From an optimization exercise on the open Yosys and OpenROAD flow, aimed at small area; shortcuts taken in it are not production practice. The RTL was checked by simulation tests, not by an equivalence proof against the original design. Power is estimated from default activity; no workload was simulated.

$ cat flow/flow/run.sh
#!/bin/bash
# Standard ORFS layout with smaller port buffers and no CTS dummy loads.
set -uo pipefail
export BUFFER_PORTS_ARGS="-buffer_cell sky130_fd_sc_hd__buf_1"
export CTS_ARGS="-sink_clustering_enable -repair_clock_nets -dont_use_dummy_load"
bash standard.sh > standard.log 2>&1
$ cat flow/standard.sh
#!/bin/bash
# synth_recipe.tcl (not shown) runs the flow's synth.tcl, then flattens the netlist and writes it again
# the make line also repeats each setting of config.mk as NAME=value (left out here)
make -C /OpenROAD-flow-scripts/flow DESIGN_CONFIG=/design/flow/config.mk WORK_HOME=/design/flow/orfs CLKGATE_MAP_FILE= SYNTH_SCRIPT=/design/flow/synth_recipe.tcl "${@:-finish}"
$ cat flow/config.mk
export PLATFORM = sky130hd
export DESIGN_NAME = pc_trace_top
export DESIGN_NICKNAME = pc_trace_top
export VERILOG_FILES = /design/flow/design.v
export SDC_FILE = /design/flow/constraint.sdc
export NUM_CORES = 4
export LEC_CHECK = 0
export CAP_MARGIN = 20
export CORE_MARGIN = 2
export CORE_UTILIZATION = 40
export SLEW_MARGIN = 20
$ cat flow/constraint.sdc
create_clock -name core_clock -period 5.0 [get_ports {clks}]
set_input_delay 1.0000 -clock core_clock [delete_from_list [all_inputs] [get_ports {clks}]]
set_output_delay 1.0000 -clock core_clock [all_outputs]
set_load 0.01 [all_outputs]
$ cat flow/design.v
package pct_pkg;
  typedef struct packed {
    logic        valid;
    logic [31:0] pc;
    logic [31:0] r1;
    logic [31:0] r2;
    logic [31:0] r3;
    logic [31:0] r4;
    logic [31:0] r5;
  } retire_t;
  typedef enum logic [2:0] {
    sel_r1 = 3'd0,
    sel_r2 = 3'd1,
    sel_r3 = 3'd2,
    sel_r4 = 3'd3,
    sel_r5 = 3'd4
  } watch_sel_e;
  typedef enum logic [1:0] {
    watch_off    = 2'd0,
    watch_equal  = 2'd1,
    watch_change = 2'd2
  } watch_mode_e;
  typedef struct packed {
    watch_mode_e mode;
    watch_sel_e  sel;
    logic [31:0] value;
    logic [31:0] mask;
  } watch_cfg_t;
  typedef struct packed {
    logic                         valid;
    logic [31:0]                  pc;
    logic [4-1:0] trig_hits;
    logic                         watch_hit;
  } hit_t;
  typedef struct packed {
    logic [31:0]                  pc;
    logic [16-1:0]      stamp;
    logic                         watch_hit;
    logic [4-1:0] trig_hits;
  } trace_rec_t;
  typedef struct packed {
    logic [$clog2(8+1)-1:0] count;
    logic                                 empty;
    logic                                 overflow;
  } fifo_status_t;
endpackage
`timescale 1ns/1ps
module pc_trace_top (
  input  logic                   clks,
  input  logic                   rst_n,
  input  logic                   retire_valid,
  input  logic [31:0]            retire_pc,
  input  logic [31:0]            retire_r1,
  input  logic [31:0]            retire_r2,
  input  logic [31:0]            retire_r3,
  input  logic [31:0]            retire_r4,
  input  logic [31:0]            retire_r5,
  input  logic [8-1:0] paddr,
  input  logic                   psel,
  input  logic                   penable,
  input  logic                   pwrite,
  input  logic [31:0]            pwdata,
  output logic [31:0]            prdata,
  output logic                   pready,
  output logic                   pslverr
);
  logic             enable;
  logic [3:0]       trig_en;
  logic [31:0]      trig_addr [0:3];
  logic [1:0]       mode;       
  logic [2:0]       sel;        
  logic [31:0]      wvalue;
  logic [31:0]      wmask;
  logic             wr_access;
  logic             rd_access;
  logic             trig_sel;
  assign pready  = 1'b1;
  assign pslverr = 1'b0;
  assign wr_access = psel && penable && pwrite;
  assign rd_access = psel && penable && !pwrite;
  assign trig_sel  = (paddr[7:4] == 4'h1);
  always_ff @(posedge clks) begin
    if (!rst_n) begin
      enable  <= 1'b0;
      trig_en <= '0;
      mode    <= 2'd0;
      sel     <= 3'd0;
    end else if (wr_access) begin
      if (paddr == 8'h00) enable <= pwdata[0];
      if (paddr == 8'h04) trig_en <= pwdata[3:0];
      if (paddr == 8'h20) begin
        if (pwdata[1:0] != 2'd3) mode <= pwdata[1:0];
        if (pwdata[6:4] <= 3'd4) sel <= pwdata[6:4];
      end
    end
  end
  always_ff @(posedge clks) begin
    if (wr_access) begin
      if (trig_sel) trig_addr[paddr[3:2]] <= pwdata;
      if (paddr == 8'h24) wvalue <= pwdata;
      if (paddr == 8'h28) wmask <= pwdata;
    end
  end
  logic [3:0]  match;
  logic [31:0] sel_val;
  logic [31:0] prev_val;
  logic        seen_first;
  logic        watch_hit;
  always_comb begin
    for (int i = 0; i < 4; i++) begin
      match[i] = trig_en[i] && (retire_pc == trig_addr[i]);
    end
  end
  always_comb begin
    sel_val = ({32{sel == 3'd0}} & retire_r1) | ({32{sel == 3'd1}} & retire_r2) |
              ({32{sel == 3'd2}} & retire_r3) | ({32{sel == 3'd3}} & retire_r4) |
              ({32{sel[2]}} & retire_r5);
  end
  assign watch_hit = (mode[0] && (((sel_val ^ wvalue) & wmask) == 32'd0)) ||
                     (mode[1] && seen_first && (sel_val != prev_val));
  always_ff @(posedge clks) begin
    if (!rst_n) begin
      seen_first <= 1'b0;
    end else if (!mode[1]) begin
      seen_first <= 1'b0;
    end else if (retire_valid) begin
      seen_first <= 1'b1;
    end
  end
  always_ff @(posedge clks) begin
    if (retire_valid && mode[1]) prev_val <= sel_val;
  end
  logic [31:0] mem_pc    [0:7];
  logic [15:0] mem_stamp [0:7];
  logic [4:0]  mem_hits  [0:7];
  logic [2:0]  wr_ptr, rd_ptr, wr_ptr_d;
  logic [3:0]  count, count_d;
  logic [15:0] stamp, stamp_d;
  logic        overflow;
  logic        hv;       
  logic        pend;     
  logic        empty, full, push_req, do_push, pop, overflow_clr;
  assign empty    = (count == 4'd0);
  assign full     = count[3];
  assign push_req = pend && enable;
  assign do_push  = push_req && !full;
  assign pop      = rd_access && (paddr == 8'h38) && !empty;
  assign overflow_clr = wr_access && (paddr == 8'h00) && pwdata[1];
  always_comb begin
    if (!rst_n) begin
      wr_ptr_d = 3'd0;
      count_d  = 4'd0;
      stamp_d  = 16'd0;
    end else begin
      wr_ptr_d = wr_ptr + 3'(do_push);
      count_d  = count + 4'(do_push) - 4'(pop);
      stamp_d  = stamp + 16'(hv && enable);
    end
  end
  always_ff @(posedge clks) begin
    wr_ptr <= wr_ptr_d;
    count  <= count_d;
    stamp  <= stamp_d;
    if (!rst_n) begin
      rd_ptr   <= 3'd0;
      overflow <= 1'b0;
      hv       <= 1'b0;
      pend     <= 1'b0;
    end else begin
      if (pop) rd_ptr <= rd_ptr + 3'd1;
      if (overflow_clr) overflow <= 1'b0;
      if (push_req && full) overflow <= 1'b1;
      hv   <= retire_valid;
      pend <= retire_valid && ((|match) || watch_hit);
    end
  end
  always_ff @(posedge clks) begin
    if (!count_d[3]) begin
      mem_pc[wr_ptr_d]    <= retire_pc;
      mem_stamp[wr_ptr_d] <= stamp_d;
      mem_hits[wr_ptr_d]  <= {watch_hit, match};
    end
  end
  logic [3:0]  s_ta;
  logic [7:0]  s_hpc, s_hinfo;
  logic        s_val, s_mask, s_ctrl, s_ten, s_cfg, s_stat;
  logic [31:0] rd_or;
  always_comb begin
    for (int k = 0; k < 4; k++) s_ta[k] = trig_sel && (paddr[3:2] == 2'(k));
    for (int i = 0; i < 8; i++) begin
      s_hpc[i]   = (paddr == 8'h34)   && !empty && (rd_ptr == 3'(i));
      s_hinfo[i] = (paddr == 8'h38) && !empty && (rd_ptr == 3'(i));
    end
    s_val  = (paddr == 8'h24);
    s_mask = (paddr == 8'h28);
    s_ctrl = (paddr == 8'h00);
    s_ten  = (paddr == 8'h04);
    s_cfg  = (paddr == 8'h20);
    s_stat = (paddr == 8'h30);
    rd_or = ({32{s_val}} & wvalue) | ({32{s_mask}} & wmask);
    for (int k = 0; k < 4; k++) rd_or = rd_or | ({32{s_ta[k]}} & trig_addr[k]);
    for (int i = 0; i < 8; i++) begin
      rd_or = rd_or | ({32{s_hpc[i]}} & mem_pc[i]);
      rd_or[31:16] = rd_or[31:16] | ({16{s_hinfo[i]}} & mem_stamp[i]);
      rd_or[4:0]   = rd_or[4:0]   | ({5{s_hinfo[i]}} & mem_hits[i]);
    end
    rd_or[0]   = rd_or[0] | (s_ctrl & enable);
    rd_or[3:0] = rd_or[3:0] | ({4{s_ten}} & trig_en) | ({4{s_stat}} & count);
    rd_or[1:0] = rd_or[1:0] | ({2{s_cfg}} & mode);
    rd_or[6:4] = rd_or[6:4] | ({3{s_cfg}} & sel);
    rd_or[8]   = rd_or[8] | (s_stat & empty);
    rd_or[9]   = rd_or[9] | (s_stat & overflow);
    prdata = rd_or;
  end
endmodule
==> results.json, run 1 <==
{
  "status": "finished clean",
  "min_path_cells": 1,
  "cp_cell_sequence": "buf_1 > or4b_2 > nor3_2 > and3_1 > buf_4 > a22o_1 > a221o_1 > nor2_1 > nand4_1 > buf_1",
  "cp_slowest_stage_delay_ps": 790,
  "cts_resized": 0,
  "grt_start_max_net_pins": 54,
  "gp_congestion": 0.962,
  "die_area_um2": 74400,
  "clkSinkCount": 688,
  "syn_area_um2": 28900,
  "arrival_ps": 3790,
  "dpl.hpwl_um": 64300,
  "setup_viol": 0,
  "worstSetupStartpointType": "primary input",
  "cts_buffers": 73,
  "final_nets": 2422,
  "critical_path_class": "in -> out",
  "whs_ps": 502,
  "clockBufferDepth": 3,
  "worstSetupEndpointType": "output port",
  "maxSlewHeadroom": 0.307,
  "drive_gt1_frac": 0.121,
  "fillers": 6107,
  "timing.final.crit_period_ps": 4790,
  "fp.dieH_um": 273,
  "critPathTopFamily": "simple AND/OR/NAND/NOR gates",
  "crit_slowest_cell": "or4b_2",
  "power_mw": 11.3,
  "fin_util": 0.468,
  "timing.rr.start": "sel[1]",
  "first_global_vias": 18400,
  "start_util": 0.404,
  "drtIter0Drc": 2454,
  "synth_ff_type": "edfxtp_1",
  "synthArstFlopShare": 0,
  "yosys_warnings": 1,
  "tightest_slew_ps": 1040,
  "hold_class": "reg -> reg",
  "drc_errors": 0,
  "period_share": 0.957,
  "htreeDepth": 3,
  "vias_per_cell": 5.99,
  "top_layer_used": "met5",
  "crit_buf_inv": 3,
  "drt_first_pass_iters": 7,
  "routed_wl_um": 91500,
  "power_density_nw_per_um2": 337,
  "wire_per_inst_um": 29.3,
  "track_usage": 0.244,
  "num_vias": 18700,
  "route.met2.wl_um": 41700,
  "synth_edf_count": 648,
  "hold_viol": 0,
  "rsz0062_at_grt": "no",
  "fp-row-count": 98,
  "r2r_cells": 9,
  "leakage_nw": 10.6,
  "path_max_fanout": 16,
  "worstHoldStart": "seen_first",
  "syn_to_final_growth_pct": 15.9,
  "cts_tree": "built",
  "die_w_um": 273,
  "syn_avg_cell_area_um2": 15.7,
  "dp_cells": 3043,
  "reg2reg_to": "mem_hits[5][4]",
  "ctsHoldBuffers": 0,
  "ys_seq_area_frac": 0.702,
  "post_cts_buffers": 0,
  "core_um2": 71500,
  "synth-seq-cells": 688,
  "wl_met3_um": 9330,
  "min_to": "seen_first",
  "reg2reg_slack_ps": 890,
  "skew_ps": 64.5,
  "synth_nets": 2093,
  "fin_cells": 3118,
  "final_common_cell": "edfxtp_1",
  "max_freq_mhz": 209,
  "antenna_found_initial": 9,
  "drv_cap": 0,
  "peakVddDrop_mv": 0.212,
  "synth_cell_types": 73,
  "clkTransAtPathRegs_ps": 60,
  "ios": 272,
  "most-common-layout-cells": "edfxtp_1 (648), buf_1 (268), xnor2_1 (155)",
  "met1_length_um": 36700,
  "maxSlewViolCount": 0,
  "critical_path_required_ps": 4000,
  "cts_root_buf": "clkbuf_16",
  "io_buffers": 269,
  "grt_pass1_wl_um": 131000,
  "clk_latency_ps": 630,
  "ant_nets": 0,
  "crit_top_cell": "buf_1",
  "tns_ps": 0,
  "grt_overflow": 0,
  "syn_inst": 1839
}
[report_power, final]
group | switching (mW) | internal [mW] | total [mW]
clock | 2.00 | 2.56 | 4.56
combinational | 0.289 | 0.158 | 0.447
sequential | 0.00588 | 6.29 | 6.30
[worst reg2reg max path, cell delays in order (launching register included)]
cell       delay [ps]
dfxtp_2           860
mux2i_1           340
nand2_1           100
a221oi_2          700
o221ai_1          230
a2111oi_0         390
nand4_1           220
o311ai_1          700
nand2_1           110
buf_4             210
[state kept, by name (all words and copies together), names as in the netlist]
name	cells
trig_en	4
mode	2
enable	1
prev_val	32
overflow	1
pend	1
trig_addr	128
mem_stamp	128
wmask	32
stamp	16
wr_ptr	3
sel	3
seen_first	1
hv	1
wvalue	32
count	4
mem_hits	40
rd_ptr	3
mem_pc	256
[synth_stat cells, drive strengths merged, types with 19 or more instances]
cell type | n | area share
a22o | 37 | 0.011
edfxtp | 648 | 0.67
xnor2 | 155 | 0.047
a21oi | 27 | 0.0048
mux2i | 24 | 0.012
and3 | 29 | 0.0065
nor2 | 30 | 0.0041
clkbuf | 59 | 0.0077
dfxtp | 40 | 0.028
buf | 60 | 0.012
nand4 | 63 | 0.014
xor2 | 48 | 0.015
and2 | 28 | 0.0061
nand3 | 43 | 0.0075
inv | 45 | 0.0058
a222oi | 73 | 0.025
mux4 | 23 | 0.018
nor4 | 19 | 0.0045
a22oi | 121 | 0.032
nand2 | 71 | 0.0092
a221oi | 48 | 0.015
[cells by family (layout without fill, tap and decap cells)]
kind of cell               count (synthesis)  count (layout)  synth area share
AOI/OAI and AO/OA                        372             372             0.105
xor gates and xnor gates                 203             203            0.0616
adders and majority gates                 16              16           0.00719
buffers and inverters                    164             491            0.0260
DFF                                      688             688             0.702
muxes                                     56              56            0.0336
other                                      2               4          0.000260
and+or+nand+nor                          338             338            0.0648
[per-stage QoR]
stage / worst slack, ps / area [µm²]
after global routing: 124 / 33500
after floorplan: -200 / 29000
after global placement: 240 / 31700
after detailed placement: 211 / 31700
final: 213 / 33500
after CTS: 244 / 33500
[worst max-delay path by stage]
stage | startpoint | to | cells after the start
3_5_place_dp | paddr[5] | mem_pc[4][5] | 15
2_1_floorplan | paddr[2] | mem_hits[2][0] | 14
4_1_cts | paddr[1] | prdata[14] | 9
5_1_grt | paddr[1] | prdata[1] | 10
6_report | paddr[1] | prdata[1] | 10
3_3_place_gp | paddr[1] | prdata[3] | 10
[per-layer routing]
metal,vias to the layer above,global-route usage
li1,8006,-
met4,14,0.105
met2,1037,0.372
met3,152,0.0582
met1,9457,0.334
met5,-,0
[layout make-up]
cell class	count	area, µm²	area share
diodes	2	5.00	0.000149
clock buffers	73	1830	0.0546
repair buffers	373	2000	0.0599
inverters	45	169	0.00504
multi-input cells	987	8030	0.240
well taps	950	1190	0.0355
flip-flops and latches	688	20300	0.605
==> inputs of run 2 (changes only) <==
==> flow/flow/run.sh (replaced) <==
#!/bin/bash
set -uo pipefail
export BUFFER_PORTS_ARGS="-buffer_cell sky130_fd_sc_hd__buf_1"
export CTS_ARGS="-sink_clustering_enable -repair_clock_nets -dont_use_dummy_load -buf_list sky130_fd_sc_hd__clkbuf_4"
bash standard.sh > standard.log 2>&1
==> results.json, run 2 <==
{
  "syn_inst": 1839,
  "synthAdderAreaFrac": 0.00719,
  "status": "finished clean",
  "reg2reg_to": "mem_hits[5][4]",
  "synth_cell_types": 73,
  "endpoint": "prdata[1]",
  "synth_xor_area_frac": 0.0616,
  "yosys.area_share.simple": 0.0648,
  "critical_path_class": "reg -> out",
  "cp_cell_sequence": "inv_1 > ha_1 > nor3b_1 > buf_4 > nor3_2 > and3_1 > buf_4 > a22o_1 > a221o_1 > nor2_1 > nand4_1 > buf_1",
  "synth_compound_area_frac": 0.105,
  "path_max_fanout": 16,
  "arrival_ps": 3820,
  "cp_slowest_stage_delay_ps": 520,
  "crit_top_cell": "buf_4",
  "worstHoldStart": "pwdata[25]",
  "leakage_nw": 10.5,
  "clockBufferDepth": 3,
  "antenna_found_initial": 10,
  "drtIter0Drc": 2552,
  "routed_wl_um": 92100,
  "worstSetupEndpointType": "output port",
  "timing.final.crit_period_ps": 4820,
  "synthMuxAreaShare": 0.0336,
  "ant_nets": 0,
  "timing.rr.start": "sel[0]",
  "clk_latency_ps": 1040,
  "drive_gt1_frac": 0.162,
  "r2r_cells": 10,
  "synth_area_leaders": "edfxtp_1 (67%), xnor2_1 (4.7%), a22oi_1 (3.1%), dfxtp_1 (2.8%), a222oi_1 (2.5%)",
  "synth_ff_type": "edfxtp_1",
  "fp-row-count": 98,
  "fp.dieH_um": 273,
  "num_vias": 19300,
  "rsz0062_at_grt": "no",
  "most-common-layout-cells": "edfxtp_1 (648), buf_1 (268), clkbuf_4 (175)",
  "setup_viol": 0,
  "io_buffers": 269,
  "syn_area_um2": 28900,
  "clkTransAtPathRegs_ps": 70,
  "start_util": 0.404,
  "skew_ps": 133,
  "synthArstFlopShare": 0,
  "maxSlewViolCount": 0,
  "synth_top_area_frac": 0.674,
  "htreeDepth": 4,
  "maxSlewHeadroom": 0.350,
  "period_share": 0.964,
  "cts_root_buf": "clkbuf_4",
  "crit_slowest_cell": "nor3_2",
  "fillers": 6254,
  "power_density_nw_per_um2": 311,
  "drv_cap": 0,
  "syn_to_final_growth_pct": 14.2,
  "syn_avg_cell_area_um2": 15.7,
  "yosys_warnings": 1,
  "clkSinkCount": 688,
  "vias_per_cell": 5.99,
  "die_area_um2": 74400,
  "crit_start": "count[3]",
  "ios": 272,
  "fin_util": 0.461,
  "grt_overflow": 0,
  "dpl.hpwl_um": 64300,
  "final_common_cell": "edfxtp_1",
  "synth_top_cells_by_count": "edfxtp_1 (648), xnor2_1 (155), a22oi_1 (120)",
  "synth-seq-cells": 688,
  "synth_nets": 2093,
  "largest_register_ffs": 256,
  "first_global_vias": 19100,
  "gp_congestion": 0.962,
  "peakVddDrop_mv": 0.162,
  "max_freq_mhz": 207,
  "critical_path_required_ps": 4000,
  "synth_most_common_cell": "edfxtp_1",
  "hold_class": "in -> reg",
  "wire_per_inst_um": 28.6,
  "synth_top_family_by_area": "compound AO/OA/AOI/OAI gates",
  "die_w_um": 273,
  "yosys.area.top_type": "edfxtp_1",
  "drt_first_pass_iters": 8,
  "drc_errors": 0,
  "grt_start_max_net_pins": 54,
  "regMostFlops": "mem_pc",
  "hold_viol": 0,
  "tightest_slew_ps": 973,
  "final_nets": 2524,
  "cts_buffers": 175,
  "track_usage": 0.247,
  "cts_tree": "built",
  "synth_edf_count": 648,
  "whs_ps": 274,
  "grt_pass1_wl_um": 132000,
  "core_um2": 71500,
  "worstSetupStartpointType": "flop",
  "ys_seq_area_frac": 0.702,
  "reg2reg_slack_ps": 790
}
## run 2: area by class of cell
cell class | count | area (µm²) | area share
Timing Repair Buffer | 373 | 2000 | 0.0608
Clock buffer | 175 | 1310 | 0.0398
Inverter | 45 | 169 | 0.00512
Tap cell | 950 | 1190 | 0.0360
Sequential cell | 688 | 20300 | 0.614
Multi-Input combinational cell | 987 | 8030 | 0.244
Antenna cell | 4 | 10.0 | 0.000304
## run 2: routing by layer
layer / vias up / wire length (µm) / track usage / share of wire
met5: - / 90 / 0 / 0.00098
met4: 14 / 3420 / 0.107 / 0.037
met3: 176 / 9060 / 0.0569 / 0.098
met2: 1128 / 42400 / 0.379 / 0.46
met1: 9702 / 37100 / 0.336 / 0.40
li1: 8278 / - / - / -
## run 2: how the worst min path moves through the flow
stage	end	slack, ps	depth (start not counted)
finish	trig_addr[0][25]	270	1
global route	trig_addr[0][25]	240	1
CTS	trig_addr[0][25]	210	1
detailed placement	trig_en[3]	490	2
global placement	seen_first	480	1
floorplan	trig_en[2]	460	2
## run 2: where the power goes
| part | total (mW) | switching (mW) | internal (mW) |
|---|---|---|---|
| clock network | 3.53 | 1.95 | 1.58 |
| registers | 6.30 | 0.00574 | 6.29 |
| logic | 0.446 | 0.288 | 0.158 |
| total | 10.3 | 2.24 | 8.02 |
## run 2: critical path: cells and delay by family, from the launching register on
kind            cells  cell delay (ps)
compound gates      2              300
fa+ha+maj           1              190
buf+inv             4              810
flops               1              380
simple gates        5             1150
## run 2: kinds of logic (layout without fill, tap and decap cells)
logic type,count (synthesis),count (layout)
xor+xnor,203,203
buf+inv,164,593
fa+ha+maj,16,16
compound gates,372,372
flops,688,688
other cells,2,6
mux,56,56
simple gates,338,338
## run 2: what timing repair did
item                                    CTS  global route
hold buffers                              0             0
pin swaps                                 0             0
endpoints found under the setup margin    1             4
resized for setup                         1             1
setup buffers                             0             0
## run 2: through the flow
step                      cell area [µm²]  power (mW)  worst slack (ps)  instances  setup TNS, ps
after global routing                33000        10.6              18.5       3220              0
after global placement              31700        6.85               240       3043              0
after CTS                           33000        10.3              72.8       3218              0
after detailed placement            31700        6.85               211       3043              0
final                               33000        10.3               180       3222              0
after floorplan                     29000        6.60              -200       1839         -15710
==> inputs of run 3 (changes only) <==
==> flow/flow/run.sh (replaced) <==
#!/bin/bash
set -uo pipefail
export BUFFER_PORTS_ARGS="-buffer_cell sky130_fd_sc_hd__buf_1"
export CTS_ARGS="-sink_clustering_enable -repair_clock_nets -dont_use_dummy_load -buf_list sky130_fd_sc_hd__clkbuf_8 -sink_clustering_size 20 -sink_clustering_max_diameter 60"
bash standard.sh > standard.log 2>&1
--- a/flow/config.mk
+++ b/flow/config.mk
@@ -7,5 +7,5 @@
 export LEC_CHECK = 0
 export CAP_MARGIN = 20
 export CORE_MARGIN = 2
-export CORE_UTILIZATION = 40
+export CORE_UTILIZATION = 65
 export SLEW_MARGIN = 20
==> results.json, run 3 <==
{
  "synth_area_leaders": "edfxtp_1 (67%), xnor2_1 (4.7%), a22oi_1 (3.1%), dfxtp_1 (2.8%), a222oi_1 (2.5%)",
  "place_area_um2": 31200,
  "status": "finished clean",
  "htreeDepth": 2,
  "yosys.area.top_type": "edfxtp_1",
  "ys_seq_area_frac": 0.702,
  "yosys_warnings": 1,
  "cts_resized": 0,
  "start_util": 0.656,
  "power_mw": 9.15,
  "synth_cell_types": 73,
  "synth_ff_type": "edfxtp_1",
  "num_vias": 18900,
  "hold_viol": 0,
  "synth_most_common_cell": "edfxtp_1",
  "hold_class": "reg -> reg",
  "cts_root_buf": "clkbuf_8",
  "syn_area_um2": 28900,
  "synth-seq-cells": 688,
  "vias_per_cell": 6.96,
  "period_share": 0.955,
  "max_freq_mhz": 209,
  "syn_to_final_growth_pct": 10.2,
  "final_nets": 2385,
  "drc_errors": 0,
  "fp.dieH_um": 215,
  "timing.rr.start": "count[2]",
  "drv_cap": 0,
  "antenna_found_initial": 3,
  "die_w_um": 215,
  "first_global_vias": 18500,
  "fp-row-count": 77,
  "synth_nets": 2093,
  "worstSetupStartpointType": "flop",
  "cts_tree": "built",
  "cp_slowest_stage_delay_ps": 530,
  "drt_first_pass_iters": 9,
  "dpl.hpwl_um": 60400,
  "maxSlewViolCount": 0,
  "most-common-layout-cells": "edfxtp_1 (648), buf_1 (269), xnor2_1 (155)",
  "min_to": "enable",
  "synth_edf_count": 648,
  "dp_slack_ps": 238,
  "track_usage": 0.375,
  "path_max_fanout": 8,
  "worstSetupEndpointType": "output port",
  "synth_top_area_frac": 0.674,
  "r2r_cells": 16,
  "design_area_um2": 31800,
  "final_common_cell": "edfxtp_1",
  "reg2reg_slack_ps": 680,
  "skew_ps": 57.1,
  "grt_overflow": 0,
  "tightest_slew_ps": 983,
  "ctsHoldBuffers": 0,
  "clk_latency_ps": 680,
  "fin_cells": 2724,
  "tns_ps": 0,
  "syn_inst": 1839,
  "timing.final.crit_period_ps": 4770,
  "layout_setup_ws_ps": 226,
  "clockBufferDepth": 3,
  "wire_per_inst_um": 31.4,
  "power_density_nw_per_um2": 288,
  "routed_wl_um": 85500,
  "critical_path_class": "reg -> out",
  "rsz0062_at_grt": "no",
  "whs_ps": 539,
  "reg2reg_to": "mem_pc[6][11]",
  "grt_start_max_net_pins": 54,
  "leakage_nw": 9.95,
  "arrival_ps": 3770,
  "synthArstFlopShare": 0,
  "cp_cell_sequence": "inv_1 > ha_1 > nor3b_1 > nor2_1 > and2_4 > and3_1 > a22o_1 > a221oi_1 > and3_1 > nand4_1 > buf_1",
  "dp_cells": 2677,
  "seqCellArea_um2": 20300,
  "regMostFlops": "mem_pc",
  "largest_register_ffs": 256,
  "crit_slowest_cell": "nor3b_1",
  "ant_nets": 0,
  "ios": 272,
  "worstHoldStart": "enable",
  "peakVddDrop_mv": 0.399,
  "setup_viol": 0,
  "die_area_um2": 46100,
  "multi_input_area_um2": 8020,
  "cts_buffers": 44,
  "clkTransAtPathRegs_ps": 90,
  "core_um2": 44000,
  "clkSinkCount": 688,
  "syn_avg_cell_area_um2": 15.7,
  "crit_top_cell": "and3_1",
  "min_path_cells": 2,
  "maxSlewHeadroom": 0.343,
  "synth_top_cells_by_count": "edfxtp_1 (648), xnor2_1 (155), a22oi_1 (120)",
  "grt_pass1_wl_um": 124000,
  "fillers": 2958,
  "gp_congestion": 0.988,
  "critical_path_required_ps": 4000,
  "post_cts_buffers": 0,
  "io_buffers": 269,
  "drive_gt1_frac": 0.105,
  "drtIter0Drc": 3125,
  "fin_util": 0.723
}
[run 3: kinds of logic (layout without fill, tap and decap cells)]
logic type | count (synthesis) | after routing | synth area share
flops | 688 | 688 | 0.702
xor+xnor | 203 | 203 | 0.0616
other cells | 2 | 5 | 0.000260
buf+inv | 164 | 454 | 0.0260
simple gates | 338 | 338 | 0.0648
compound gates | 372 | 372 | 0.105
fa+ha+maj | 16 | 16 | 0.00719
mux | 56 | 56 | 0.0336
[run 3: area by class of cell]
class / count / share of cell area
repair buffers: 365 / 0.0630
diodes: 3 / 0.000236
inverters: 45 / 0.00531
flip-flops and latches: 688 / 0.637
clock buffers: 44 / 0.0190
well taps: 592 / 0.0233
multi-input cells: 987 / 0.252
[run 3: power by group]
part	internal, mW	leakage, nW	switching (mW)
clock	0.795	0.316	1.63
sequential	6.28	6.15	0.00601
combinational	0.160	3.48	0.283
total	7.23	9.95	1.92
[run 3: layer usage]
layer  part of all wire  GRT usage  up-vias
met4              0.047      0.155        4
met5            0.00033          0        -
met2               0.46      0.574     1379
met3               0.13     0.0854      192
li1                   -          -     7916
met1               0.37      0.527     9458
[run 3: worst max path at each step]
stage | depth (start not counted) | to | startpoint | slack (ps)
5_1_grt | 11 | prdata[16] | count[3] | 120
3_3_place_gp | 15 | mem_stamp[6][2] | paddr[6] | 330
6_report | 11 | prdata[16] | count[2] | 230
2_1_floorplan | 14 | mem_hits[2][0] | paddr[2] | -200
4_1_cts | 12 | prdata[19] | count[3] | 320
3_5_place_dp | 15 | mem_stamp[6][5] | paddr[6] | 240
[run 3: worst max-delay path: cells and delay by family, from the launching register on]
family,cells,cell delay (ps)
AO/OA/AOI/OAI,2,630
buffers and inverters,2,300
adder cells (fa/ha/maj),1,160
flip-flops,1,390
AND/OR/NAND/NOR,6,1640
==> inputs of run 4 (changes only) <==
==> flow/flow/run.sh (replaced) <==
#!/bin/bash
set -uo pipefail
export BUFFER_PORTS_ARGS="-buffer_cell sky130_fd_sc_hd__buf_1"
export CTS_ARGS="-sink_clustering_enable -repair_clock_nets -dont_use_dummy_load -buf_list sky130_fd_sc_hd__clkbuf_16 -sink_clustering_size 28 -sink_clustering_max_diameter 80"
export RECOVER_POWER=100
bash standard.sh > standard.log 2>&1
==> results.json, run 4 <==
{
  "status": "complete, but fails checks",
  "failed_checks": "max-capacitance violations, max-slew violations",
  "clockBufferDepth": 3,
  "grt_overflow": 0,
  "yosys.area.top_type": "edfxtp_1",
  "path_max_fanout": 8,
  "crit_top_cell": "nand4_1",
  "ant_nets": 0,
  "synth_edf_count": 648,
  "fp-row-count": 77,
  "fin_cells": 2707,
  "setup_viol": 0,
  "route.met2.wl_um": 39000,
  "peakVddDrop_mv": 0.492,
  "cts_buffers": 29,
  "grt_pass1_wl_um": 123000,
  "start_util": 0.656,
  "die_w_um": 215,
  "maxSlewHeadroom": -0.503,
  "grt_start_max_net_pins": 54,
  "critical_path_required_ps": 4000,
  "top_layer_used": "met5",
  "met1_length_um": 31200,
  "num_vias": 18800,
  "track_usage": 0.371,
  "timing.rr.start": "count[2]",
  "final_nets": 2370,
  "dp_cells": 2677,
  "post_cts_buffers": 0,
  "synth_nets": 2093,
  "wl_met3_um": 11000,
  "cp_cell_sequence": "inv_1 > ha_1 > nor3b_1 > nor3_1 > and2_0 > buf_4 > a22o_1 > a221oi_1 > nand4_1 > nor2_1 > nand4_1 > buf_1",
  "clk_latency_ps": 620,
  "cts_root_buf": "clkbuf_16",
  "largest_register_ffs": 256,
  "syn_area_um2": 28900,
  "leakage_nw": 9.82,
  "reg2reg_slack_ps": 280,
  "wire_per_inst_um": 31.5,
  "tns_ps": 0,
  "syn_to_final_growth_pct": 9.02,
  "timing.final.crit_period_ps": 4840,
  "skew_ps": 44.7,
  "reg2reg_to": "mem_hits[0][4]",
  "core_um2": 44000,
  "cts_tree": "built",
  "dpl.hpwl_um": 60400,
  "htreeDepth": 1,
  "r2r_cells": 16,
  "drtIter0Drc": 3116,
  "fillers": 2992,
  "syn_inst": 1839,
  "synth_cell_types": 73,
  "antenna_found_initial": 2,
  "synth_top_area_frac": 0.674,
  "die_area_um2": 46100,
  "synth_most_common_cell": "edfxtp_1",
  "hold_class": "reg -> reg",
  "cts_resized": 0,
  "synth_area_leaders": "edfxtp_1 (67%), xnor2_1 (4.7%), a22oi_1 (3.1%), dfxtp_1 (2.8%), a222oi_1 (2.5%)",
  "yosys_warnings": 1,
  "syn_avg_cell_area_um2": 15.7,
  "fp.dieH_um": 215,
  "ios": 272,
  "drive_gt1_frac": 0.0662,
  "ctsHoldBuffers": 0,
  "clkTransAtPathRegs_ps": 110,
  "io_buffers": 269,
  "arrival_ps": 3840,
  "final_common_cell": "edfxtp_1",
  "worstSetupStartpointType": "flop",
  "tightest_slew_ps": 2250,
  "worstHoldStart": "seen_first",
  "synth-seq-cells": 688,
  "clkSinkCount": 688,
  "crit_slowest_cell": "nor3b_1",
  "synth_ff_type": "edfxtp_1",
  "regMostFlops": "mem_pc",
  "rsz0062_at_grt": "no",
  "worstSetupEndpointType": "output port",
  "drv_cap": 7,
  "synthArstFlopShare": 0,
  "first_global_vias": 18400,
  "max_freq_mhz": 207,
  "synth_top_cells_by_count": "edfxtp_1 (648), xnor2_1 (155), a22oi_1 (120)",
  "power_density_nw_per_um2": 297,
  "gp_congestion": 0.988,
  "fin_util": 0.715,
  "ys_seq_area_frac": 0.702,
  "layout_setup_ws_ps": 161,
  "drc_errors": 0,
  "min_path_cells": 1,
  "most-common-layout-cells": "edfxtp_1 (648), buf_1 (217), xnor2_1 (155)",
  "min_to": "seen_first",
  "cp_slowest_stage_delay_ps": 530,
  "period_share": 0.968,
  "routed_wl_um": 85200,
  "dp_slack_ps": 238,
  "maxSlewViolCount": 177,
  "drt_first_pass_iters": 10,
  "critical_path_class": "reg -> out",
  "hold_viol": 0,
  "vias_per_cell": 6.95
}
## run 4: cell counts after synthesis
Identical to the previous run, type by type.
## run 4: power breakdown
part           leakage [nW]  switching, mW  total [mW]  internal (mW)
registers              6.15        0.00584        6.28           6.28
clock network         0.357           1.61        2.65           1.04
logic                  3.30          0.277       0.422          0.144
## run 4: kinds of logic after synthesis
kind of cell,count (synthesis),share of synthesized area
flops,688,0.702
compound gates,372,0.105
fa+ha+maj,16,0.00719
buf+inv,164,0.0260
other cells,2,0.000260
mux,56,0.0336
xor+xnor,203,0.0616
simple gates,338,0.0648
## run 4: through the flow
step                hold slack (ps)  power [mW]  cell area, µm²
finish                          534        9.36           31500
detailed placement              515        6.85           31200
global placement                483        6.84           31200
CTS                             536        9.36           31900
global route                    547        9.55           31500
floorplan                       456        6.60           29000
## run 4: critical path, delay by kind of cell, from the launching register on
kind | cells | cell delay (ps)
simple gates | 6 | 1550
fa+ha+maj | 1 | 160
flops | 1 | 390
compound gates | 2 | 630
buf+inv | 3 | 490
## run 4: worst max-delay path by stage
stage,start,end,slack (ps),depth (start not counted)
6_report,count[2],prdata[19],160,12
5_1_grt,paddr[1],prdata[27],120,10
3_3_place_gp,paddr[6],mem_stamp[6][2],330,15
4_1_cts,count[2],prdata[19],380,12
3_5_place_dp,paddr[6],mem_stamp[6][5],240,15
2_1_floorplan,paddr[2],mem_hits[2][0],-200,14
## run 4: routing by layer
| layer | global-route usage | vias up |
|---|---|---|
| li1 | - | 7899 |
| met1 | 0.528 | 9362 |
| met2 | 0.568 | 1369 |
| met3 | 0.0767 | 174 |
| met4 | 0.149 | 4 |
| met5 | 0 | - |
## run 4: area by class of cell
cell class	count	area, µm²	share of cell area
well taps	592	741	0.0235
flip-flops and latches	688	20300	0.644
multi-input cells	987	7840	0.249
clock buffers	29	726	0.0230
diodes	1	2.50	0.0000795
inverters	45	169	0.00537
repair buffers	365	1740	0.0553
==> inputs of run 5 (changes only) <==
==> flow/flow/run.sh (replaced) <==
#!/bin/bash
set -uo pipefail
export BUFFER_PORTS_ARGS="-buffer_cell sky130_fd_sc_hd__buf_1"
export CTS_ARGS="-sink_clustering_enable -repair_clock_nets -dont_use_dummy_load -buf_list sky130_fd_sc_hd__clkbuf_8 -sink_clustering_size 16 -sink_clustering_max_diameter 50"
export RECOVER_POWER=100
bash standard.sh > standard.log 2>&1
--- a/flow/config.mk
+++ b/flow/config.mk
@@ -5,7 +5,7 @@
 export SDC_FILE = /design/flow/constraint.sdc
 export NUM_CORES = 4
 export LEC_CHECK = 0
-export CAP_MARGIN = 20
+export CAP_MARGIN = 0
 export CORE_MARGIN = 2
 export CORE_UTILIZATION = 65
-export SLEW_MARGIN = 20
+export SLEW_MARGIN = 0
==> results.json, run 5 <==
{
  "status": "complete, but fails checks",
  "failed_checks": "max-capacitance violations, max-slew violations",
  "synth_top_cells_by_count": "edfxtp_1 (648), xnor2_1 (155), a22oi_1 (120)",
  "vias_per_cell": 6.93,
  "max_freq_mhz": 204,
  "clkTransAtPathRegs_ps": 80,
  "maxSlewViolCount": 167,
  "drt_first_pass_iters": 9,
  "cp_cell_sequence": "buf_1 > or4b_2 > nor3_1 > and3_1 > buf_6 > a22o_1 > a221oi_1 > and3_1 > nand4_1 > buf_1",
  "clockBufferDepth": 3,
  "final_common_cell": "edfxtp_1",
  "synth_top_area_frac": 0.674,
  "worstHoldStart": "seen_first",
  "drtIter0Drc": 3179,
  "synth_area_leaders": "edfxtp_1 (67%), xnor2_1 (4.7%), a22oi_1 (3.1%), dfxtp_1 (2.8%), a222oi_1 (2.5%)",
  "die_area_um2": 46100,
  "synth-seq-cells": 688,
  "grt_overflow": 0,
  "critical_path_class": "in -> out",
  "yosys_warnings": 1,
  "largest_register_ffs": 256,
  "clkSinkCount": 688,
  "peakVddDrop_mv": 0.324,
  "post_cts_buffers": 0,
  "gp_congestion": 0.988,
  "clk_latency_ps": 700,
  "core_um2": 44000,
  "reg2reg_to": "mem_pc[0][7]",
  "syn_area_um2": 28900,
  "fp-row-count": 77,
  "multi_input_area_um2": 7850,
  "num_vias": 19000,
  "ys_seq_area_frac": 0.702,
  "fin_cells": 2735,
  "drv_cap": 7,
  "synthArstFlopShare": 0,
  "cp_slowest_stage_delay_ps": 790,
  "synth_most_common_cell": "edfxtp_1",
  "period_share": 0.982,
  "seqCellArea_um2": 20300,
  "drc_errors": 0,
  "synth_nets": 2093,
  "grt_pass1_wl_um": 124000,
  "cts_root_buf": "clkbuf_8",
  "cts_buffers": 54,
  "track_usage": 0.376,
  "worstSetupEndpointType": "output port",
  "final_nets": 2395,
  "io_buffers": 269,
  "setup_viol": 0,
  "syn_avg_cell_area_um2": 15.7,
  "critical_path_required_ps": 4000,
  "hold_viol": 0,
  "fp.dieH_um": 215,
  "wire_per_inst_um": 31.5,
  "ctsHoldBuffers": 0,
  "die_w_um": 215,
  "place_area_um2": 31200,
  "htreeDepth": 2,
  "reg2reg_slack_ps": 280,
  "power_density_nw_per_um2": 297,
  "arrival_ps": 3910,
  "drive_gt1_frac": 0.0762,
  "syn_inst": 1839,
  "ios": 272,
  "dpl.hpwl_um": 60400,
  "hold_class": "reg -> reg",
  "power_mw": 9.35,
  "timing.final.crit_period_ps": 4910,
  "start_util": 0.656,
  "synth_cell_types": 73,
  "design_area_um2": 31500,
  "yosys.area.top_type": "edfxtp_1",
  "antenna_found_initial": 4,
  "timing.rr.start": "count[2]",
  "path_max_fanout": 32,
  "ant_nets": 0,
  "fillers": 3021,
  "synth_edf_count": 648,
  "worstSetupStartpointType": "primary input",
  "grt_start_max_net_pins": 54,
  "first_global_vias": 18600,
  "skew_ps": 83.4,
  "min_path_cells": 1,
  "maxSlewHeadroom": -0.538,
  "cts_resized": 0,
  "routed_wl_um": 86100,
  "r2r_cells": 16,
  "dp_cells": 2677,
  "synth_ff_type": "edfxtp_1",
  "syn_to_final_growth_pct": 8.99,
  "crit_slowest_cell": "or4b_2",
  "regMostFlops": "mem_pc",
  "tightest_slew_ps": 2310,
  "cts_tree": "built",
  "leakage_nw": 9.83,
  "crit_start": "paddr[1]",
  "rsz0062_at_grt": "no",
  "most-common-layout-cells": "edfxtp_1 (648), buf_1 (217), xnor2_1 (155)",
  "tns_ps": 0,
  "min_to": "seen_first"
}
## run 5: cell count changes in the layout (fill, tap and decap cells not counted), sizes merged
cell / change
buf: -5
diode: +3
clkbuf: +30
## run 5: metrics by stage
stage / hold WS [ps] / utilization / setup slack [ps]
4_1_cts: 533 / 0.725 / 325
5_1_grt: 537 / 0.715 / 51.2
3_3_place_gp: 483 / 0.709 / 330
6_report: 531 / 0.715 / 88.5
3_5_place_dp: 515 / 0.709 / 238
2_1_floorplan: 456 / - / -200
## run 5: cells by family after synthesis
logic type                 after synthesis  synth area share
DFF                                    688             0.702
AOI/OAI and AO/OA                      372             0.105
and+or+nand+nor                        338            0.0648
xor gates and xnor gates               203            0.0616
buffers and inverters                  164            0.0260
muxes                                   56            0.0336
adders and majority gates               16           0.00719
other                                    2          0.000260
## run 5: worst max path at each step
stage	to	slack [ps]	cells past startpoint
6_report	prdata[3]	90	10
5_1_grt	prdata[19]	50	12
4_1_cts	prdata[19]	330	12
3_5_place_dp	mem_stamp[6][5]	240	15
3_3_place_gp	mem_stamp[6][2]	330	15
2_1_floorplan	mem_hits[2][0]	-200	14
## run 5: power by group
| group | switching, mW | internal, mW | total, mW |
|---|---|---|---|
| sequential | 0.00594 | 6.28 | 6.28 |
| clock | 1.68 | 0.962 | 2.64 |
| combinational | 0.279 | 0.144 | 0.423 |
## run 5: area by class of cell
| cell class | count | share of cell area |
|---|---|---|
| multi-input combinational | 987 | 0.249 |
| inverter | 45 | 0.00537 |
| timing repair buffer | 365 | 0.0541 |
| antenna | 4 | 0.000318 |
| tap | 592 | 0.0235 |
| clock buffer | 54 | 0.0236 |
| sequential | 688 | 0.644 |
## run 5: critical path, delay by kind of cell
family | cells | cell delay (ps)
compound gates | 2 | 250
buf+inv | 3 | 620
simple gates | 5 | 2010
## run 5: layer usage
| layer | track usage | wire length, µm |
|---|---|---|
| met1 | 0.521 | 32000 |
| met2 | 0.567 | 39200 |
| met3 | 0.0998 | 10700 |
| met4 | 0.168 | 4140 |
| met5 | 0 | 23 |
==> inputs of run 6 (changes only) <==
==> flow/flow/run.sh (replaced) <==
#!/bin/bash
set -uo pipefail
export BUFFER_PORTS_ARGS="-buffer_cell sky130_fd_sc_hd__buf_1"
export CTS_ARGS="-sink_clustering_enable -repair_clock_nets -dont_use_dummy_load -buf_list sky130_fd_sc_hd__clkbuf_8 -sink_clustering_size 16 -sink_clustering_max_diameter 50"
bash standard.sh > standard.log 2>&1
==> results.json, run 6 <==
{
  "synth_top_area_frac": 0.674,
  "synthArstFlopShare": 0,
  "leakage_nw": 10.0,
  "skew_ps": 83.7,
  "syn_area_um2": 28900,
  "status": "finished clean",
  "fp.dieH_um": 215,
  "routed_wl_um": 85700,
  "p_seq_frac": 0.671,
  "yosys.area.top_type": "edfxtp_1",
  "die_area_um2": 46100,
  "fin_cells": 2737,
  "synth_area_leaders": "edfxtp_1 (67%), xnor2_1 (4.7%), a22oi_1 (3.1%), dfxtp_1 (2.8%), a222oi_1 (2.5%)",
  "crit_slowest_cell": "nor3b_1",
  "critical_path_required_ps": 4000,
  "first_global_vias": 18600,
  "final_common_cell": "edfxtp_1",
  "tightest_slew_ps": 1180,
  "clockBufferDepth": 3,
  "syn_to_final_growth_pct": 10.7,
  "rsz0062_at_grt": "no",
  "gp_congestion": 0.988,
  "synth_top_cells_by_count": "edfxtp_1 (648), xnor2_1 (155), a22oi_1 (120)",
  "arrival_ps": 3750,
  "synth_cell_types": 73,
  "path_max_fanout": 8,
  "power_frac_comb": 0.047,
  "ant_nets": 0,
  "peakVddDrop_mv": 0.325,
  "track_usage": 0.376,
  "io_buffers": 269,
  "synth_top_family_by_area": "compound AO/OA/AOI/OAI gates",
  "dp_slack_ps": 238,
  "core_um2": 44000,
  "vias_per_cell": 6.86,
  "synth_ff_type": "edfxtp_1",
  "cp_cell_sequence": "inv_1 > ha_1 > nor3b_1 > nor3_2 > and2_1 > buf_4 > a22o_1 > a221oi_1 > nand4_1 > nor2_1 > nand4_1 > buf_1",
  "dpl.hpwl_um": 60400,
  "synth-seq-cells": 688,
  "drtIter0Drc": 3180,
  "cellInternalPower_mw": 7.40,
  "drive_gt1_frac": 0.109,
  "tns_ps": 0,
  "worstSetupEndpointType": "output port",
  "min_path_cells": 2,
  "maxSlewHeadroom": 0.209,
  "netSwitchingFraction": 0.210,
  "clkTransAtPathRegs_ps": 80,
  "clkSinkCount": 688,
  "synth_compound_area_frac": 0.105,
  "drv_cap": 0,
  "most-common-layout-cells": "edfxtp_1 (648), buf_1 (269), xnor2_1 (155)",
  "drt_first_pass_iters": 10,
  "clkPwrFrac": 0.282,
  "synth_xor_area_frac": 0.0616,
  "cts_resized": 0,
  "setup_viol": 0,
  "ctsHoldBuffers": 0,
  "wire_per_inst_um": 31.3,
  "layout_setup_ws_ps": 246,
  "largest_register_ffs": 256,
  "die_w_um": 215,
  "htreeDepth": 2,
  "synth_most_common_cell": "edfxtp_1",
  "ys_seq_area_frac": 0.702,
  "yosys.area_share.simple": 0.0648,
  "timing.final.crit_period_ps": 4750,
  "yosys_warnings": 1,
  "maxSlewViolCount": 0,
  "ios": 272,
  "final_nets": 2395,
  "cts_buffers": 54,
  "period_share": 0.951,
  "cts_root_buf": "clkbuf_8",
  "grt_start_max_net_pins": 54,
  "synth_nets": 2093,
  "syn_avg_cell_area_um2": 15.7,
  "power_mw": 9.36,
  "hold_class": "reg -> reg",
  "p_sw_mw": 1.96,
  "synthMuxAreaShare": 0.0336,
  "fp-row-count": 77,
  "crit_top_cell": "nand4_1",
  "num_vias": 18800,
  "start_util": 0.656,
  "r2r_cells": 16,
  "cts_tree": "built",
  "whs_ps": 531,
  "dp_cells": 2677,
  "clk_latency_ps": 700,
  "syn_inst": 1839,
  "worstSetupStartpointType": "flop",
  "synth_edf_count": 648,
  "antenna_found_initial": 4,
  "drc_errors": 0,
  "grt_pass1_wl_um": 124000,
  "critical_path_class": "reg -> out",
  "hold_viol": 0,
  "cp_slowest_stage_delay_ps": 550,
  "fillers": 2943,
  "post_cts_buffers": 0,
  "regMostFlops": "mem_pc",
  "power_density_nw_per_um2": 293,
  "synthAdderAreaFrac": 0.00719,
  "max_freq_mhz": 210,
  "grt_overflow": 0
}
## run 6: cell count changes in the layout (fill, tap and decap cells not counted), sizes merged
| cell | delta |
|---|---|
| diode | +2 |
| buf | +105 |
| clkbuf | -105 |
## run 6: area by class of cell
type / count / area, µm² / share of cell area
flip-flops and latches: 688 / 20300 / 0.634
multi-input cells: 987 / 8020 / 0.251
repair buffers: 365 / 2010 / 0.0628
clock buffers: 54 / 743 / 0.0233
well taps: 592 / 741 / 0.0232
inverters: 45 / 169 / 0.00529
diodes: 6 / 15.0 / 0.000470
## run 6: cell families after synthesis
group / count (synthesis)
AO/OA/AOI/OAI: 372
XOR/XNOR: 203
adder cells (fa/ha/maj): 16
buffers and inverters: 164
flip-flops: 688
multiplexers: 56
other: 2
AND/OR/NAND/NOR: 338
## run 6: metal layers
metal / share of wire / wire length (µm) / up-vias / track usage
met2: 0.45 / 38700 / 1336 / 0.567
li1: - / - / 7942 / -
met1: 0.37 / 31700 / 9293 / 0.521
met4: 0.050 / 4320 / 6 / 0.168
met3: 0.13 / 10900 / 187 / 0.0998
met5: 0.00042 / 36 / - / 0
## run 6: worst max-delay path, delay by kind of cell (launching register included)
kind,cells,cell delay (ps)
buffers and inverters,3,480
DFF,1,390
AOI/OAI and AO/OA,2,600
and+or+nand+nor,6,1470
adders and majority gates,1,160
## run 6: metrics by stage
| step | utilization | area, µm² |
|---|---|---|
| after floorplan | - | 29000 |
| after global placement | 0.709 | 31200 |
| after detailed placement | 0.709 | 31200 |
| after CTS | 0.725 | 31900 |
| after global routing | 0.726 | 31900 |
| final | 0.726 | 32000 |
## run 6: path summary, 6_finish.rpt
check | from | end | slack, ps
setup reg to reg | count[2] | mem_pc[6][15] | 680
hold / removal | enable | enable | 530
setup / recovery | count[2] | prdata[19] | 250
hold reg to reg | enable | enable | 530
## run 6: power by group through the flow
| stage | Combinational (mW) | Clock [mW] | Sequential [mW] |
|---|---|---|---|
| final | 0.443 | 2.64 | 6.28 |
| after global routing | 0.466 | 2.84 | 6.28 |
| after CTS | 0.436 | 2.65 | 6.28 |
| after detailed placement | 0.434 | 0 | 6.41 |
| after global placement | 0.426 | 0 | 6.41 |
| after floorplan | 0.186 | 0 | 6.41 |
==> inputs of run 7 (changes only) <==
--- a/flow/config.mk
+++ b/flow/config.mk
@@ -5,7 +5,7 @@
 export SDC_FILE = /design/flow/constraint.sdc
 export NUM_CORES = 4
 export LEC_CHECK = 0
-export CAP_MARGIN = 0
+export CAP_MARGIN = 20
 export CORE_MARGIN = 2
 export CORE_UTILIZATION = 65
-export SLEW_MARGIN = 0
+export SLEW_MARGIN = 20
==> results.json, run 7 <==
{
  "status": "finished clean",
  "core_um2": 44000,
  "syn_area_um2": 28900,
  "post_cts_buffers": 0,
  "rsz0062_at_grt": "no",
  "cts_resized": 0,
  "htreeDepth": 2,
  "maxSlewHeadroom": 0.340,
  "fin_cells": 2735,
  "drc_errors": 0,
  "ctsHoldBuffers": 0,
  "ant_nets": 0,
  "routed_wl_um": 85700,
  "timing.final.crit_period_ps": 4740,
  "final_common_cell": "edfxtp_1",
  "fin_util": 0.726,
  "tightest_slew_ps": 990,
  "drt_first_pass_iters": 7,
  "skew_ps": 85.8,
  "antenna_found_initial": 4,
  "fp.dieH_um": 215,
  "synth_top_family_by_area": "compound AO/OA/AOI/OAI gates",
  "cts_buffers": 54,
  "cellInternalPower_mw": 7.40,
  "synthArstFlopShare": 0,
  "period_share": 0.947,
  "critical_path_class": "reg -> out",
  "fillers": 2943,
  "clkTransAtPathRegs_ps": 80,
  "fp-row-count": 77,
  "num_vias": 18800,
  "vias_per_cell": 6.87,
  "worstSetupEndpointType": "output port",
  "most-common-layout-cells": "edfxtp_1 (648), buf_1 (269), xnor2_1 (155)",
  "synthMuxAreaShare": 0.0336,
  "largest_register_ffs": 256,
  "maxSlewViolCount": 0,
  "syn_to_final_growth_pct": 10.6,
  "tns_ps": 0,
  "clk_latency_ps": 700,
  "p_seq_frac": 0.671,
  "ios": 272,
  "clkSinkCount": 688,
  "synth-seq-cells": 688,
  "clkPwrFrac": 0.282,
  "grt_overflow": 0,
  "whs_ps": 531,
  "synth_area_leaders": "edfxtp_1 (67%), xnor2_1 (4.7%), a22oi_1 (3.1%), dfxtp_1 (2.8%), a222oi_1 (2.5%)",
  "regMostFlops": "mem_pc",
  "drtIter0Drc": 3144,
  "grt_start_max_net_pins": 54,
  "arrival_ps": 3740,
  "drv_cap": 0,
  "yosys.area.top_type": "edfxtp_1",
  "leakage_nw": 10.0,
  "hold_class": "reg -> reg",
  "crit_top_cell": "nand4_1",
  "hold_viol": 0,
  "final_nets": 2395,
  "max_freq_mhz": 211,
  "power_frac_comb": 0.047,
  "gp_congestion": 0.988,
  "worstSetupStartpointType": "flop",
  "critical_path_required_ps": 4000,
  "synth_nets": 2093,
  "path_max_fanout": 8,
  "first_global_vias": 18600,
  "cp_cell_sequence": "inv_1 > ha_1 > nor3b_1 > nor3_2 > and2_1 > buf_4 > a22o_1 > a221oi_1 > nand4_1 > nor2_1 > nand4_1 > buf_1",
  "track_usage": 0.376,
  "p_sw_mw": 1.97,
  "netSwitchingFraction": 0.210,
  "clockBufferDepth": 3,
  "setup_viol": 0,
  "synth_xor_area_frac": 0.0616,
  "crit_slowest_cell": "nor3b_1",
  "synth_compound_area_frac": 0.105,
  "power_density_nw_per_um2": 293,
  "drive_gt1_frac": 0.109,
  "dp_cells": 2677,
  "yosys.area_share.simple": 0.0648,
  "synth_most_common_cell": "edfxtp_1",
  "io_buffers": 269,
  "start_util": 0.656,
  "cp_slowest_stage_delay_ps": 540,
  "ys_seq_area_frac": 0.702,
  "synth_ff_type": "edfxtp_1",
  "synth_top_cells_by_count": "edfxtp_1 (648), xnor2_1 (155), a22oi_1 (120)",
  "grt_pass1_wl_um": 124000,
  "synth_edf_count": 648,
  "syn_avg_cell_area_um2": 15.7,
  "dpl.hpwl_um": 60400,
  "synthAdderAreaFrac": 0.00719,
  "synth_top_area_frac": 0.674,
  "peakVddDrop_mv": 0.325,
  "die_area_um2": 46100,
  "cts_root_buf": "clkbuf_8",
  "syn_inst": 1839,
  "synth_cell_types": 73,
  "wire_per_inst_um": 31.3,
  "die_w_um": 215,
  "yosys_warnings": 1,
  "cts_tree": "built"
}
-- run 7: cell count changes in the layout (fill, tap and decap cells not counted) --
cell	change
a21boi_0	-2
a21boi_1	+2
diode_2	-2
-- run 7: logic make-up after synthesis --
group,Yosys count
fa+ha+maj,16
mux,56
xor+xnor,203
compound gates,372
other cells,2
flops,688
simple gates,338
buf+inv,164
-- run 7: layout make-up --
class	count	area [µm²]	share of cell area
repair buffers	365	2010	0.0628
diodes	4	10.0	0.000313
multi-input cells	987	8020	0.251
inverters	45	169	0.00529
well taps	592	741	0.0232
flip-flops and latches	688	20300	0.634
clock buffers	54	743	0.0233
-- run 7: through the flow --
step                      area, µm²  power (mW)  worst slack [ps]
after CTS                     31900        9.36               325
after global placement        31200        6.84               330
after floorplan               29000        6.60              -200
after global routing          31900        9.59               102
final                         32000        9.37               264
after detailed placement      31200        6.85               238
-- run 7: power groups by stage --
stage	Clock [mW]	Sequential, mW	Combinational, mW
final	2.64	6.28	0.442
after global placement	0	6.41	0.426
after CTS	2.65	6.28	0.436
after detailed placement	0	6.41	0.434
after global routing	2.84	6.28	0.466
after floorplan	0	6.41	0.186
-- run 7: path summary, 6_finish.rpt --
path         slack, ps  cells after the start            end  startpoint
min reg2reg        530                      2         enable      enable
min                530                      2         enable      enable
max reg2reg        690                     16  mem_pc[6][15]    count[2]
max                260                     12     prdata[19]    count[2]
-- run 7: critical path: cells and delay by family (launching register included) --
family / cells / cell delay, ps
flip-flops: 1 / 390
adder cells (fa/ha/maj): 1 / 160
buffers and inverters: 3 / 480
AO/OA/AOI/OAI: 2 / 600
AND/OR/NAND/NOR: 6 / 1460
-- run 7: per-layer routing --
metal / vias to the layer above / routed length, µm / GRT usage
met5: - / 36 / 0
met2: 1324 / 38700 / 0.567
met1: 9327 / 31500 / 0.521
met3: 188 / 11100 / 0.0998
met4: 6 / 4320 / 0.168
li1: 7939 / - / -
==> inputs of run 8 (changes only) <==
==> flow/run.sh (new file) <==
#!/bin/bash
# synth_recipe.tcl (not shown) runs the flow's synth.tcl, then flattens the netlist and writes it again
# the make line also repeats each setting of config.mk as NAME=value (left out here)
make -C /OpenROAD-flow-scripts/flow DESIGN_CONFIG=/design/flow/config.mk WORK_HOME=/design/flow/orfs CLKGATE_MAP_FILE= SYNTH_SCRIPT=/design/flow/synth_recipe.tcl finish
--- a/flow/config.mk
+++ b/flow/config.mk
@@ -7,5 +7,5 @@
 export LEC_CHECK = 0
 export CAP_MARGIN = 20
 export CORE_MARGIN = 2
-export CORE_UTILIZATION = 65
+export CORE_UTILIZATION = 40
 export SLEW_MARGIN = 20
removed: flow/flow/run.sh
removed: flow/standard.sh
==> results.json, run 8 <==
{
  "core_um2": 71500,
  "regMostFlops": "mem_pc",
  "setup_viol": 0,
  "timing.final.crit_period_ps": 4930,
  "yosys.area_share.simple": 0.0648,
  "synth_edf_count": 648,
  "synth_area_leaders": "edfxtp_1 (67%), xnor2_1 (4.7%), a22oi_1 (3.1%), dfxtp_1 (2.8%), a222oi_1 (2.5%)",
  "vias_per_cell": 5.79,
  "dpl.hpwl_um": 68800,
  "syn_inst": 1839,
  "synth_top_cells_by_count": "edfxtp_1 (648), xnor2_1 (155), a22oi_1 (120)",
  "drv_cap": 0,
  "ios": 272,
  "gp_congestion": 0.996,
  "arrival_ps": 3930,
  "maxSlewViolCount": 0,
  "synth_ff_type": "edfxtp_1",
  "timing.rr.start": "sel[0]",
  "fp-row-count": 98,
  "crit_slowest_cell": "clkdlybuf4s50_1",
  "max_freq_mhz": 203,
  "worstSetupEndpointType": "output port",
  "final_nets": 2525,
  "min_to": "trig_en[0]",
  "path_max_fanout": 13,
  "r2r_cells": 11,
  "post_cts_buffers": 0,
  "num_vias": 19000,
  "skew_ps": 15.8,
  "track_usage": 0.254,
  "tightest_slew_ps": 1200,
  "whs_ps": 495,
  "cts_tree": "built",
  "most-common-layout-cells": "edfxtp_1 (648), clkdlybuf4s50_1 (254), buf_4 (166)",
  "io_buffers": 269,
  "cp_cell_sequence": "clkdlybuf4s50_1 > buf_4 > nand2b_4 > nor3_4 > and3_1 > buf_12 > buf_4 > a222oi_1 > nand3_1 > a21oi_1 > nand4_1 > clkdlybuf4s50_1",
  "final_common_cell": "edfxtp_1",
  "grt_start_max_net_pins": 42,
  "worstHoldStart": "trig_en[0]",
  "wire_per_inst_um": 28.9,
  "yosys.area.top_type": "edfxtp_1",
  "clk_latency_ps": 620,
  "syn_area_um2": 28900,
  "synth-seq-cells": 688,
  "synthAdderAreaFrac": 0.00719,
  "cts_root_buf": "clkbuf_16",
  "dp_cells": 3147,
  "crit_start": "paddr[2]",
  "htreeDepth": 3,
  "min_path_cells": 2,
  "critical_path_class": "in -> out",
  "grt_overflow": 0,
  "hold_class": "reg -> reg",
  "synthArstFlopShare": 0,
  "synth_nets": 2093,
  "ys_seq_area_frac": 0.702,
  "start_util": 0.404,
  "synth_xor_area_frac": 0.0616,
  "synth_compound_area_frac": 0.105,
  "largest_register_ffs": 256,
  "syn_avg_cell_area_um2": 15.7,
  "synth_top_family_by_area": "compound AO/OA/AOI/OAI gates",
  "critical_path_required_ps": 4000,
  "syn_to_final_growth_pct": 27.2,
  "power_density_nw_per_um2": 325,
  "cp_slowest_stage_delay_ps": 550,
  "status": "finished clean",
  "routed_wl_um": 94700,
  "synth_cell_types": 73,
  "synth_top_area_frac": 0.674,
  "fin_cells": 3280,
  "rsz0062_at_grt": "no",
  "die_area_um2": 74400,
  "reg2reg_slack_ps": 1030,
  "clkSinkCount": 688,
  "period_share": 0.987,
  "synthMuxAreaShare": 0.0336,
  "antenna_found_initial": 1,
  "drive_gt1_frac": 0.178,
  "hold_viol": 0,
  "leakage_nw": 12.3,
  "grt_pass1_wl_um": 136000,
  "clkTransAtPathRegs_ps": 60,
  "layout_setup_ws_ps": 66.5,
  "peakVddDrop_mv": 0.288,
  "first_global_vias": 19300,
  "ant_nets": 0,
  "fin_util": 0.514,
  "synth_most_common_cell": "edfxtp_1",
  "reg2reg_to": "mem_hits[6][4]",
  "drc_errors": 0,
  "dp_slack_ps": -113,
  "maxSlewHeadroom": 0.191,
  "yosys_warnings": 1,
  "drtIter0Drc": 2542,
  "drt_first_pass_iters": 10,
  "die_w_um": 273,
  "worstSetupStartpointType": "primary input",
  "cts_buffers": 72,
  "clockBufferDepth": 3,
  "fp.dieH_um": 273
}
-- run 8: cell type report --
cell class	instances	area (µm²)
flip-flops and latches	688	20300
clock buffers	92	1970
repair buffers	477	4760
diodes	3	7.51
clock inverters	38	241
fillers	5946	34700
well taps	950	1190
inverters	45	169
multi-input cells	987	8140
-- run 8: worst max path at each step --
stage	slack, ps	depth (start not counted)	endpoint
floorplan	-200	14	mem_hits[2][0]
global placement	-130	12	prdata[20]
detailed placement	-110	11	prdata[3]
CTS	3	12	prdata[6]
global route	7	13	prdata[25]
finish	70	12	prdata[2]
-- run 8: repair_timing --
| action | 4_1_cts | 5_1_grt |
|---|---|---|
| endpoints found under the setup margin | 29 | 19 |
| resized for setup | 21 | 17 |
| pin swaps | 10 | 9 |
| cloned | 0 | 0 |
| hold buffers | 0 | 0 |
-- run 8: kinds of logic after synthesis --
kind of cell | after synthesis
buffers and inverters | 164
DFF | 688
other | 2
xor gates and xnor gates | 203
and+or+nand+nor | 338
AOI/OAI and AO/OA | 372
muxes | 56
adders and majority gates | 16
-- run 8: worst max-delay path: cells and delay by family --
| kind | cells | cell delay, ps |
|---|---|---|
| simple gates | 5 | 800 |
| compound gates | 2 | 600 |
| buf+inv | 5 | 1510 |
-- run 8: metrics by stage --
step,setup TNS (ps),instance area [µm²],power (mW)
after floorplan,-15710,29000,6.60
after global routing,0,36700,12.3
final,0,36700,12.0
after global placement,-5720,34400,6.99
after detailed placement,-2760,34400,7.00
after CTS,0,36700,12.0
-- run 8: layer usage --
| layer | vias to the layer above | GRT usage | part of all wire |
|---|---|---|---|
| met5 | - | 0 | 0 |
| met3 | 128 | 0.0515 | 0.084 |
| li1 | 8278 | - | - |
| met4 | 0 | 0.0701 | 0.026 |
| met1 | 9701 | 0.349 | 0.42 |
| met2 | 890 | 0.410 | 0.47 |
-- run 8: power breakdown --
group          total (mW)  internal [mW]  switching, mW
clock network        5.07           2.89           2.18
registers            6.29           6.29        0.00608
logic               0.597          0.296          0.301
total                12.0           9.47           2.48

afterwards: timing with drivers on the ports:
The results above use ideal ports. As a check the final layouts listed here were re-extracted and re-timed, cells and wires unchanged. Step 1: set_driving_cell puts a clkbuf_16 on clks and a buf_2 on each other input, an assumption about the parent block. Step 2, shift: input delay + t, output delay - t, t = (earliest + latest rising clock arrival at the registers) / 2. This alone moves slack from input paths to output paths. Slacks: ideal / step 1 / step 2; pairs: ideal / step 1.
| run | shift t [ns] | slack for setup (ns) | worst setup path after step 2 |
|---|---|---|---|
| run 1 | 0.660 | 0.213 / 0.190 / 0.190 | input to output |
| run 2 | 1.043 | 0.180 / 0.117 / 0.057 | input to register |
| run 3 | 0.709 | 0.226 / 0.166 / 0.202 | input to register |
| run 4 | 0.659 | 0.161 / 0.100 / -0.411 | input to register |
| run 5 | 0.722 | 0.088 / 0.057 / -0.447 | input to register |
| run 6 | 0.714 | 0.246 / 0.189 / 0.202 | input to register |
| run 7 | 0.718 | 0.264 / 0.206 / 0.208 | input to register |
| run 8 | 0.673 | 0.066 / 0.040 / 0.040 | input to output |
For run 4, which loses most, drivers alone change the setup slack by -0.061 ns; drivers and shift together by -0.572 ns.
